From an optimization exercise on the open Yosys and OpenROAD flow, aimed at small area, a short achievable clock period and few clock cycles per item; shortcuts taken in it are not production practice.
RTL that was checked went through simulation tests only; none was proved equivalent to the original.
Power and IR drop assume default switching activity.

beta:
==> flow/design.v (excerpt) <==
module source_line_tokenizer_core (
    input  logic        i_clk,
    input  logic        i_rst_n,
    input  logic        i_in_valid,
    output logic        o_in_ready,
    input  logic [8:0]  i_in_data,
    output logic        o_out_valid,
    input  logic        i_out_ready,
    output logic [44:0] o_out_data
);
==> flow/config.mk <==
export PLATFORM = sky130hd
export DESIGN_NAME = source_line_tokenizer_core
export DESIGN_NICKNAME = source_line_tokenizer_core
export VERILOG_FILES = /design/flow/design.v
export SDC_FILE = /design/flow/constraint.sdc
export NUM_CORES = 4
export LEC_CHECK = 0
export ABC_AREA = 1
export CAP_MARGIN = 20
export CORE_MARGIN = 2
export CORE_UTILIZATION = 60
export PLACE_DENSITY = 0.72
export SETUP_SLACK_MARGIN = 5
export SLEW_MARGIN = 20
export TNS_END_PERCENT = 5
==> flow/constraint.sdc <==
create_clock -name core_clock -period 7.5 [get_ports {i_clk}]
set_input_delay 1.5000 -clock core_clock [delete_from_list [all_inputs] [get_ports {i_clk}]]
set_output_delay 1.5000 -clock core_clock [all_outputs]
set_load 0.01 [all_outputs]
standard.sh (not shown) runs the stock make flow with config.mk's settings and CLKGATE_MAP_FILE= SYNTH_SCRIPT=/design/flow/synth_recipe.tcl, a recipe that flattens the netlist after the stock synthesis.
==> flow/flow/run.sh <==
#!/bin/bash
# Standard layout with plain buffers on the ports. Each step's full log
# stays in orfs/logs/; make's output goes to standard.log.
set -euo pipefail
bash standard.sh "BUFFER_PORTS_ARGS=-buffer_cell sky130_fd_sc_hd__buf_2" finish > standard.log 2>&1
Testbench counts of beta, summed over its fixed seeds: cycles 36,164, items 32,063.
Inputs modified between beta and alpha:
--- a/flow/design.v
+++ b/flow/design.v
@@ -221,19 +221,31 @@
             r_mode    <= M_IDLE;
             r_line    <= 16'd1;
             r_col     <= 12'd1;
             r_pline   <= 1'b0;
             r_ov      <= 1'b0;
         end else begin
             if (go && consume) begin
-                r_hv <= r_sv || take;
-                r_sv <= 1'b0;
+                if (r_sv) begin
+                    r_h  <= r_s;
+                    r_hv <= 1'b1;
+                    r_sv <= take;
+                    if (take) r_s <= i_in_data;
+                end else begin
+                    r_hv <= take;
+                    if (take) r_h <= i_in_data;
+                end
             end else if (take) begin
-                r_hv <= 1'b1;
-                r_sv <= r_hv;
+                if (r_hv) begin
+                    r_s  <= i_in_data;
+                    r_sv <= 1'b1;
+                end else begin
+                    r_h  <= i_in_data;
+                    r_hv <= 1'b1;
+                end
             end
             if (go && r_mode != M_ERROR) begin
                 r_mode  <= n_mode;
                 r_pline <= consume && act && nl;
                 if (r_pline && r_line != 16'hFFFF) r_line <= r_line + 16'd1;
                 if (consume) begin
                     if (act) r_col <= 12'd1;
@@ -244,26 +256,22 @@
                 r_ov <= 1'b1;
             end else if (i_out_ready) begin
                 r_ov <= 1'b0;
             end
         end
     end
     always_ff @(posedge i_clk) begin
-        if (!r_sv) r_s <= i_in_data;
-        if (!r_hv || (go && consume)) r_h <= r_sv ? r_s : i_in_data;
-    end
-    always_ff @(posedge i_clk) begin
         if (go && r_mode != M_ERROR) begin
             r_dots    <= n_dots;
             r_lastdot <= n_lastdot;
             if (ts_load) r_tstart <= r_col;
         end
     end
     always_ff @(posedge i_clk) begin
-        if (!r_ov || i_out_ready) begin
+        if (go && r_mode != M_ERROR && rv) begin
             r_kind <= kind;
             r_type <= ty;
             r_byte <= byt;
             r_err  <= err;
             r_last <= consume;
             r_ocol <= csel ? r_tstart : r_col;
         end
==> comparison <==
- beta -> alpha: filler-free cell count of the finished design increased by a few percent
- Taking beta as the reference, in alpha via count +2.9%; register-to-register slack -0.03 ns; cell area power density +24 nW/um2.
- Cmp alpha and beta / critical path depth / higher: alpha
- A worst setup path endpoint of o_in_ready is what beta shows, while r_dots[1]$_SDFFCE_PP0P_ belongs to alpha.
- Design area delta for alpha relative to beta: 5.7% higher
- The count of unique library cells instantiated by Yosys of alpha exceeds that of beta by about 2.3%.
- The run showing the greater length of routed met3 wiring is alpha.
- alpha: all stages complete, timing, DRC and antenna checks passed
Only the layout flow was run in alpha; the RTL was not checked for function there.

* * *

The RTL this note starts from:
==> flow/design.v <==
`timescale 1ns / 1ps
module source_line_tokenizer_core (
    input  logic        i_clk,
    input  logic        i_rst_n,
    input  logic        i_in_valid,
    output logic        o_in_ready,
    input  logic [8:0]  i_in_data,
    output logic        o_out_valid,
    input  logic        i_out_ready,
    output logic [44:0] o_out_data
);
    localparam logic [1:0] K_LEXEME = 2'd0;
    localparam logic [1:0] K_DONE   = 2'd1;
    localparam logic [1:0] K_ERROR  = 2'd2;
    localparam logic [3:0] TT_IDENT  = 4'd0;
    localparam logic [3:0] TT_INT    = 4'd1;
    localparam logic [3:0] TT_FLOAT  = 4'd2;
    localparam logic [3:0] TT_STRING = 4'd3;
    localparam logic [3:0] TT_OP     = 4'd4;
    localparam logic [3:0] TT_LBRACE = 4'd5;
    localparam logic [3:0] TT_RBRACE = 4'd6;
    localparam logic [3:0] TT_LPAREN = 4'd7;
    localparam logic [3:0] TT_RPAREN = 4'd8;
    localparam logic [3:0] TT_SEMI   = 4'd9;
    localparam logic [1:0] E_BAD_NUMBER = 2'd0;
    localparam logic [1:0] E_BAD_ESCAPE = 2'd1;
    localparam logic [1:0] E_UNCLOSED   = 2'd2;
    localparam logic [1:0] E_UNEXPECTED = 2'd3;
    localparam logic [3:0] M_IDLE    = 4'd0;
    localparam logic [3:0] M_IDENT   = 4'd1;
    localparam logic [3:0] M_NUMBER  = 4'd2;
    localparam logic [3:0] M_NEG     = 4'd3;
    localparam logic [3:0] M_DBL     = 4'd4;
    localparam logic [3:0] M_STRING  = 4'd5;
    localparam logic [3:0] M_ESCAPE  = 4'd6;
    localparam logic [3:0] M_COMMENT = 4'd7;
    localparam logic [3:0] M_ERROR   = 4'd8;
    localparam logic [3:0] M_CLOSEOP = 4'd9;    
    logic [8:0]  r_h, r_s;
    logic        r_hv, r_sv;
    logic [3:0]  r_mode, n_mode;
    logic [15:0] r_line;
    logic [11:0] r_col, r_tstart;
    logic        r_pline;      
    logic [1:0]  r_dots, n_dots;
    logic        r_lastdot, n_lastdot;
    logic        r_ov;
    logic [1:0]  r_kind;
    logic [3:0]  r_type;
    logic [7:0]  r_byte;
    logic [1:0]  r_err;
    logic        r_last;
    logic [11:0] r_ocol;
    logic [7:0]  c;
    logic        act;
    logic        is_space, is_letter, is_digit, close_consume;
    logic        go, take, consume, rv, csel, ts_load, nl;
    logic [1:0]  kind, err;
    logic [3:0]  ty;
    logic [7:0]  byt;
    assign c   = r_h[7:0];
    assign act = r_h[8];
    assign is_space  = (c == 8'd32) || (c == 8'd9) || (c == 8'd12) || (c == 8'd11) || (c == 8'd13);
    assign is_letter = (c >= 8'h61 && c <= 8'h7A) || (c >= 8'h41 && c <= 8'h5A) || (c == 8'h5F);
    assign is_digit  = (c >= 8'h30) && (c <= 8'h39);
    assign close_consume = is_space || (c == 8'h23) || (c == 8'h22);
    assign o_in_ready  = !r_sv;
    assign take        = i_in_valid && !r_sv;
    assign o_out_valid = r_ov;
    assign o_out_data  = {r_kind, r_type, r_byte, r_line, r_ocol, r_err, r_last};
    assign go = r_hv && ((r_mode == M_ERROR) || !r_ov || i_out_ready);
    always_comb begin
        n_mode    = r_mode;
        n_dots    = r_dots;
        n_lastdot = r_lastdot;
        rv        = 1'b0;
        kind      = K_LEXEME;
        ty        = TT_IDENT;
        byt       = 8'd0;
        err       = 2'd0;
        csel      = 1'b0;
        consume   = 1'b1;
        ts_load   = 1'b0;
        nl        = 1'b0;
        if (act) begin
            nl = 1'b1;
            n_mode = M_IDLE;
            csel = 1'b1;
            case (r_mode)
                M_IDENT: begin
                    rv = 1'b1; kind = K_DONE; ty = TT_IDENT;
                end
                M_NUMBER: begin
                    rv = 1'b1;
                    if (r_lastdot || r_dots == 2'd2) begin
                        kind = K_ERROR; err = E_BAD_NUMBER; n_mode = M_ERROR; nl = 1'b0;
                    end else begin
                        kind = K_DONE; ty = (r_dots == 2'd1) ? TT_FLOAT : TT_INT;
                    end
                end
                M_NEG, M_DBL, M_CLOSEOP: begin
                    rv = 1'b1; kind = K_DONE; ty = TT_OP;
                end
                M_STRING, M_ESCAPE: begin
                    rv = 1'b1; kind = K_ERROR; err = E_UNCLOSED; n_mode = M_ERROR; nl = 1'b0;
                end
                M_ERROR: begin
                    n_mode = M_ERROR; nl = 1'b0;
                end
                default: begin
                end
            endcase
        end else begin
            case (r_mode)
                M_IDENT, M_NUMBER, M_NEG, M_DBL: begin
                    if (r_mode == M_IDENT && (is_letter || is_digit)) begin
                        rv = 1'b1; ty = TT_IDENT; byt = c;
                    end else if ((r_mode == M_NUMBER || r_mode == M_NEG) && is_digit) begin
                        rv = 1'b1; ty = TT_INT; byt = c;
                        n_mode = M_NUMBER;
                        n_lastdot = 1'b0;
                        if (r_mode == M_NEG) n_dots = 2'd0;
                    end else if (r_mode == M_NUMBER && c == 8'h2E) begin
                        rv = 1'b1; ty = TT_INT; byt = c;
                        if (r_dots != 2'd2) n_dots = r_dots + 2'd1;
                        n_lastdot = 1'b1;
                    end else if (r_mode == M_DBL && c == 8'h3D) begin
                        rv = 1'b1; ty = TT_OP; byt = c;
                        n_mode = M_CLOSEOP; consume = 1'b0;
                    end else begin
                        rv = 1'b1; csel = 1'b1; kind = K_DONE;
                        n_mode = (c == 8'h23) ? M_COMMENT : (c == 8'h22) ? M_STRING : M_IDLE;
                        ts_load = (c == 8'h22);
                        consume = close_consume;
                        if (r_mode == M_IDENT) begin
                            ty = TT_IDENT;
                        end else if (r_mode == M_NUMBER) begin
                            if (r_lastdot || r_dots == 2'd2) begin
                                kind = K_ERROR; err = E_BAD_NUMBER; n_mode = M_ERROR;
                                consume = 1'b1;
                            end else begin
                                ty = (r_dots == 2'd1) ? TT_FLOAT : TT_INT;
                            end
                        end else begin
                            ty = TT_OP;
                        end
                    end
                end
                M_CLOSEOP: begin
                    rv = 1'b1; csel = 1'b1; kind = K_DONE; ty = TT_OP; n_mode = M_IDLE;
                end
                M_STRING: begin
                    if (c == 8'h22) begin
                        rv = 1'b1; csel = 1'b1; kind = K_DONE; ty = TT_STRING; n_mode = M_IDLE;
                    end else if (c == 8'h5C) begin
                        n_mode = M_ESCAPE;
                    end else begin
                        rv = 1'b1; ty = TT_STRING; byt = c;
                    end
                end
                M_ESCAPE: begin
                    rv = 1'b1; ty = TT_STRING; n_mode = M_STRING;
                    case (c)
                        8'h74:   byt = 8'd9;
                        8'h72:   byt = 8'd13;
                        8'h6E:   byt = 8'd10;
                        8'h22:   byt = 8'h22;
                        8'h30:   byt = 8'h00;
                        default: begin
                            kind = K_ERROR; ty = TT_IDENT; err = E_BAD_ESCAPE; n_mode = M_ERROR;
                        end
                    endcase
                end
                M_COMMENT, M_ERROR: begin
                end
                default: begin
                    ts_load = 1'b1;
                    byt = c;
                    if (is_space) begin
                    end else if (c == 8'h23) begin
                        n_mode = M_COMMENT;
                    end else if (c == 8'h7B) begin
                        rv = 1'b1; kind = K_DONE; ty = TT_LBRACE; byt = 8'd0;
                    end else if (c == 8'h7D) begin
                        rv = 1'b1; kind = K_DONE; ty = TT_RBRACE; byt = 8'd0;
                    end else if (c == 8'h28) begin
                        rv = 1'b1; kind = K_DONE; ty = TT_LPAREN; byt = 8'd0;
                    end else if (c == 8'h29) begin
                        rv = 1'b1; kind = K_DONE; ty = TT_RPAREN; byt = 8'd0;
                    end else if (c == 8'h3B) begin
                        rv = 1'b1; kind = K_DONE; ty = TT_SEMI; byt = 8'd0;
                    end else if (is_letter) begin
                        rv = 1'b1; ty = TT_IDENT; n_mode = M_IDENT;
                    end else if (is_digit) begin
                        rv = 1'b1; ty = TT_INT; n_mode = M_NUMBER;
                        n_dots = 2'd0; n_lastdot = 1'b0;
                    end else if (c == 8'h2D) begin
                        rv = 1'b1; ty = TT_OP; n_mode = M_NEG;
                    end else if (c == 8'h22) begin
                        n_mode = M_STRING;
                    end else if (c == 8'h3D || c == 8'h21) begin
                        rv = 1'b1; ty = TT_OP; n_mode = M_DBL;
                    end else if (c == 8'h2B || c == 8'h2A || c == 8'h2F) begin
                        rv = 1'b1; ty = TT_OP; n_mode = M_CLOSEOP; consume = 1'b0;
                    end else begin
                        rv = 1'b1; kind = K_ERROR; err = E_UNEXPECTED; byt = 8'd0;
                        n_mode = M_ERROR;
                    end
                end
            endcase
        end
    end
    always_ff @(posedge i_clk) begin
        if (!i_rst_n) begin
            r_hv      <= 1'b0;
            r_sv      <= 1'b0;
            r_mode    <= M_IDLE;
            r_line    <= 16'd1;
            r_col     <= 12'd1;
            r_pline   <= 1'b0;
            r_ov      <= 1'b0;
        end else begin
            if (go && consume) begin
                r_hv <= r_sv || take;
                r_sv <= r_sv && take;
            end else if (take) begin
                r_hv <= 1'b1;
                r_sv <= r_hv;
            end
            if (go && r_mode != M_ERROR) begin
                r_mode  <= n_mode;
                r_pline <= consume && act && nl;
                if (r_pline && r_line != 16'hFFFF) r_line <= r_line + 16'd1;
                if (consume) begin
                    if (act) r_col <= 12'd1;
                    else if (r_col != 12'hFFF) r_col <= r_col + 12'd1;
                end
            end
            if (go && r_mode != M_ERROR) begin
                r_ov <= rv;
            end else if (i_out_ready) begin
                r_ov <= 1'b0;
            end
        end
    end
    always_ff @(posedge i_clk) begin
        if (!r_sv) r_s <= i_in_data;
        if (!r_hv || (go && consume)) r_h <= r_sv ? r_s : i_in_data;
    end
    always_ff @(posedge i_clk) begin
        if (go && r_mode != M_ERROR) begin
            r_dots    <= n_dots;
            r_lastdot <= n_lastdot;
            if (ts_load) r_tstart <= r_col;
        end
    end
    always_ff @(posedge i_clk) begin
        if (!r_ov || i_out_ready) begin
            r_kind <= kind;
            r_type <= ty;
            r_byte <= byt;
            r_err  <= err;
            r_last <= consume;
            r_ocol <= csel ? r_tstart : r_col;
        end
    end
endmodule
clock: 7.5 ns
lec_check: 0
cap_margin: 20
core_margin: 2
core_utilization: 50
place_density: 0.7
setup_slack_margin: 5
slew_margin: 20
run.sh (not shown) runs the stock make flow with config.mk's settings and CLKGATE_MAP_FILE= SYNTH_SCRIPT=/design/flow/synth_recipe.tcl, a recipe that flattens the netlist after the stock synthesis.
Stock flow here: none of the scripts above is used.
Rerun with:
--- a/flow/design.v
+++ b/flow/design.v
@@ -245,6 +245,15 @@
     end
     always_ff @(posedge i_clk) begin
-        if (!r_sv) r_s <= i_in_data;
-        if (!r_hv || (go && consume)) r_h <= r_sv ? r_s : i_in_data;
+        if (go && consume) begin
+            if (r_sv) begin
+                r_h <= r_s;
+                if (take) r_s <= i_in_data;
+            end else if (take) begin
+                r_h <= i_in_data;
+            end
+        end else if (take) begin
+            if (r_hv) r_s <= i_in_data;
+            else      r_h <= i_in_data;
+        end
     end
     always_ff @(posedge i_clk) begin
Final area came out higher by 0.77%; count of clock-buffer cells in the layout fell by 2; flip-flop and latch count does not change; area after synthesis falls by 1.7%; sequential share of layout area goes up by 1.0 points; core utilization came out higher by 3.1 points; setup slack improves by 0.017 ns; global-route usage fell by 0.23 points; combinational power shrinks by 27%; total power drops by 4.6%.
Function was not checked in any run of this note: the RTL went through the layout flow alone.

[static timing again, ports no longer ideal]
No port has a modelled driver above. Below, the same layouts with a new extraction and two added sets of constraints. Step 1 (the two cells are an assumption about what drives the block):
set clk [get_ports {i_clk}]
set_driving_cell -lib_cell sky130_fd_sc_hd__clkbuf_16 $clk
set_driving_cell -lib_cell sky130_fd_sc_hd__buf_2 [delete_from_list [all_inputs] $clk]
Step 2 also shifts input and output timing later by t, the mid clock arrival at the registers, as if the neighbouring blocks saw the same clock. Three values: ideal, step 1, step 2; two values: the first two.
run	shift t [ns]	slack for setup (ns)	hold WS [ns]	worst setup path at the end	slew at the worst register clock pin (ns)
beta	0.402	4.935 / 4.900 / 4.665	0.463 / 0.463 / 0.463	input to register	0.11 / 0.11
alpha	0.407	4.926 / 4.940 / 4.533	0.495 / 0.495 / 0.495	input to register	0.11 / 0.11
the first run of note 2	0.409	4.798 / 4.773 / 4.363	0.480 / 0.480 / 0.480	input to register	0.11 / 0.11
the second run of note 2	0.406	4.815 / 4.815 / 4.475	0.521 / 0.521 / 0.521	input to register	0.11 / 0.11
After both steps setup and hold are still met in every run listed. For the first run of note 2, which loses most, drivers alone change the setup slack by -0.025 ns; drivers and shift together by -0.435 ns.
